From an optimization exercise on the open Yosys and OpenROAD flow, aimed at small area; shortcuts taken in it are not production practice. In this exercise RTL edits were held to simulation tests only and were not proved equivalent to the original. No activity file was given, so power comes from the tool's default toggle rates.

==> flow/design.v <==
`timescale 1ns/1ps
package tcp_pkg;
    localparam int NUM_FLOWS = 4;
    localparam int MAX_SEG   = 64;
endpackage
`timescale 1ns/1ps
`timescale 1ns/1ps
`timescale 1ns/1ps
`timescale 1ns/1ps
`timescale 1ns/1ps
`timescale 1ns/1ps
module tcp_engine (
     input                          clk
    ,input                          rst
    ,input                          rx_hdr_val
    ,input  logic [49:0]            rx_hdr       
    ,output logic                   rx_hdr_rdy
    ,input                          tail_wr_val
    ,input  logic [1:0]             tail_wr_flowid
    ,input  logic [31:0]            tail_wr_ptr
    ,output logic                   tx_pkt_val
    ,output logic [83:0]            tx_pkt       
    ,input                          tx_pkt_rdy
);
    logic [1:0]  p;              
    logic [1:0]  rr;             
    logic [3:0]  v;              
    logic [31:0] exp_r  [4];
    logic [31:0] head_r [4];
    logic [31:0] tail_r [4];
    logic [1:0]  o_flow;
    logic [6:0]  o_len;          
    logic        adv_q;          
    wire [31:0] exp0  = exp_r[0]  & {32{v[0]}};
    wire [31:0] head0 = head_r[0] & {32{v[0]}};
    wire [31:0] tail0 = tail_r[0];
    wire out_done = ~tx_pkt_val | tx_pkt_rdy;
    wire apply    = adv_q & out_done & (o_flow == p);
    wire can_load = out_done & ~adv_q;
    assign rx_hdr_rdy = can_load & (rx_hdr[49:48] == p);
    wire accept   = rx_hdr_val & rx_hdr_rdy;
    wire in_order = rx_hdr[47:16] == exp0;
    wire [16:0] exp_lo   = {1'b0, exp0[15:0]} + {1'b0, rx_hdr[15:0] & {16{accept & in_order}}};
    wire [31:0] next_exp = {exp0[31:16] + {15'b0, exp_lo[16]}, exp_lo[15:0]};
    wire [25:0] th    = tail0[31:6];
    wire [25:0] hh_n  = ~head0[31:6];
    wire [6:0]  dlo   = {1'b0, tail0[5:0]} - {1'b0, head0[5:0]};
    wire [5:0]  d     = dlo[5:0];
    wire        b     = dlo[6];
    wire [25:0] hx    = th ^ hh_n;
    wire [25:0] ho    = th | hh_n;
    wire        hi_eq = (hx[0] == ~b) & (hx[25:1] == ho[24:0]);
    wire        ge64    = ~hi_eq;
    wire        pend    = ge64 | (|d);
    wire [6:0]  seg_len = {ge64, d & {6{~ge64}}};
    wire        my_turn = rr == p;
    wire        send    = can_load & ~accept & my_turn & pend;
    wire [31:0] next_head = head0 + {25'b0, o_len & {7{apply}}};
    wire [1:0]  wpos  = tail_wr_flowid - p - 2'd1;
    wire [31:0] wdata = tail_wr_ptr & {32{~rst}};
    always_ff @(posedge clk) begin
        for (int k = 0; k < 3; k++) begin
            exp_r[k]  <= exp_r[k+1];
            head_r[k] <= head_r[k+1];
        end
        exp_r[3]  <= next_exp;
        head_r[3] <= next_head;
        for (int k = 0; k < 4; k++) begin
            if (rst | (tail_wr_val & (wpos == 2'(k))))
                tail_r[k] <= wdata;
            else
                tail_r[k] <= tail_r[(k+1)%4];
        end
    end
    always_ff @(posedge clk) begin
        if (rst) begin
            p          <= '0;
            rr         <= '0;
            v          <= '0;
            adv_q      <= 1'b0;
            tx_pkt_val <= 1'b0;
        end else begin
            p  <= p + 2'd1;
            v  <= {1'b1, v[3:1]};
            if (my_turn & (send | ~pend))
                rr <= rr + 2'd1;
            if (send)
                adv_q <= 1'b1;
            else if (apply)
                adv_q <= 1'b0;
            if (out_done)
                tx_pkt_val <= accept | send;
        end
    end
    always_ff @(posedge clk) begin
        if (can_load) begin
            o_flow <= p;
            o_len  <= seg_len & {7{~accept}};
        end
    end
    wire [1:0] o_pos = o_flow - p;
    assign tx_pkt = {o_flow, head_r[o_pos], exp_r[o_pos], 1'b1, |o_len, 9'b0, o_len};
endmodule
clock: 8.5 ns
lec_check: 0
cap_margin: 20
core_margin: 2
core_utilization: 40
cts_buf_list: sky130_fd_sc_hd__clkbuf_16
cts_cluster_diameter: 80
cts_cluster_size: 30
slew_margin: 20
run.sh (not shown) runs the stock make flow with config.mk's settings and CLKGATE_MAP_FILE= SYNTH_SCRIPT=/design/flow/synth_recipe.tcl, a recipe that flattens the netlist after the stock synthesis.
Then changed:
==> flow/design.v (replaced) <==
`timescale 1ns/1ps
package tcp_pkg;
    localparam int NUM_FLOWS = 4;
    localparam int MAX_SEG   = 64;
endpackage
`timescale 1ns/1ps
`timescale 1ns/1ps
`timescale 1ns/1ps
`timescale 1ns/1ps
`timescale 1ns/1ps
`timescale 1ns/1ps
module tcp_engine (
     input                          clk
    ,input                          rst
    ,input                          rx_hdr_val
    ,input  logic [49:0]            rx_hdr       
    ,output logic                   rx_hdr_rdy
    ,input                          tail_wr_val
    ,input  logic [1:0]             tail_wr_flowid
    ,input  logic [31:0]            tail_wr_ptr
    ,output logic                   tx_pkt_val
    ,output logic [83:0]            tx_pkt       
    ,input                          tx_pkt_rdy
);
    logic [1:0]  p;              
    logic [1:0]  rr;             
    logic [3:0]  v;              
    logic [31:0] exp_r  [4];
    logic [31:0] head_r [4];
    logic [31:0] tail_r [4];
    logic [1:0]  o_flow;
    logic [31:0] o_seq;
    logic [31:0] o_ack;
    logic [6:0]  o_len;
    wire [31:0] exp0  = exp_r[0]  & {32{v[0]}};
    wire [31:0] head0 = head_r[0] & {32{v[0]}};
    wire [31:0] tail0 = tail_r[0];
    wire out_free = ~tx_pkt_val | tx_pkt_rdy;
    assign rx_hdr_rdy = out_free & (rx_hdr[49:48] == p);
    wire accept   = rx_hdr_val & rx_hdr_rdy;
    wire in_order = rx_hdr[47:16] == exp0;
    wire [31:0] next_exp = exp0 + {16'b0, rx_hdr[15:0] & {16{accept & in_order}}};
    wire [31:0] avail   = tail0 - head0;
    wire        ge64    = |avail[31:6];
    wire        pend    = ge64 | (|avail[5:0]);
    wire [6:0]  seg_len = {ge64, avail[5:0] & {6{~ge64}}};
    wire        my_turn = rr == p;
    wire        send    = out_free & ~accept & my_turn & pend;
    wire [31:0] next_head = head0 + {25'b0, seg_len & {7{send}}};
    wire [1:0]  wpos  = tail_wr_flowid - p - 2'd1;
    wire [31:0] wdata = tail_wr_ptr & {32{~rst}};
    always_ff @(posedge clk) begin
        for (int k = 0; k < 3; k++) begin
            exp_r[k]  <= exp_r[k+1];
            head_r[k] <= head_r[k+1];
        end
        exp_r[3]  <= next_exp;
        head_r[3] <= next_head;
        for (int k = 0; k < 4; k++) begin
            if (rst | (tail_wr_val & (wpos == 2'(k))))
                tail_r[k] <= wdata;
            else
                tail_r[k] <= tail_r[(k+1)%4];
        end
    end
    always_ff @(posedge clk) begin
        if (rst) begin
            p          <= '0;
            rr         <= '0;
            v          <= '0;
            tx_pkt_val <= 1'b0;
        end else begin
            p  <= p + 2'd1;
            v  <= {1'b1, v[3:1]};
            if (my_turn & (send | ~pend))
                rr <= rr + 2'd1;
            if (out_free)
                tx_pkt_val <= accept | send;
        end
    end
    always_ff @(posedge clk) begin
        if (out_free) begin
            o_flow <= p;
            o_seq  <= head0;
            o_ack  <= next_exp;
            o_len  <= seg_len & {7{~accept}};
        end
    end
    assign tx_pkt = {o_flow, o_seq, o_ack, 1'b1, |o_len, 9'b0, o_len};
endmodule
Effect: Synthesized area came out higher by 8.8%; final area came out higher by 8.2%; combinational power came out higher by 12%; setup slack is worse by 1.1 ns; via count came out higher by 10%; hold slack is worse by 0.038 ns; synthesized cell count came out higher by 11%; die area came out higher by 8.6%; register-to-register slack is worse by 2.0 ns; clock-buffer cell count came out higher by 2; critical path depth came out higher by 9; maximum frequency came out lower by 14%.

[what the ideal ports hide]
How much do the figures lean on ideal ports? The routed layouts below were timed once more, with nothing changed but the port constraints. Step 1, drivers: a clkbuf_16 drives clk and a buf_2 each remaining input, both assumed. Step 2 times the ports against the registers' clock, not the clock port: input delays grow and output delays shrink by t, the midpoint of the rising clock arrivals with the driver on. Three values: ideal, step 1, step 2; two values: the first two.
run	t, ns	setup WS [ns]	hold WS [ns]	latest minus earliest clock arrival (ns)
the first run	0.583	2.088 / 2.112 / 1.529	0.344 / 0.344 / 0.344	0.035 / 0.035
the second run	0.609	1.018 / 1.018 / 1.018	0.306 / 0.306 / 0.306	0.050 / 0.050
After both steps every run listed still meets setup and hold. For the first run, which loses most, drivers alone change the setup slack by +0.024 ns; drivers and shift together by -0.559 ns.
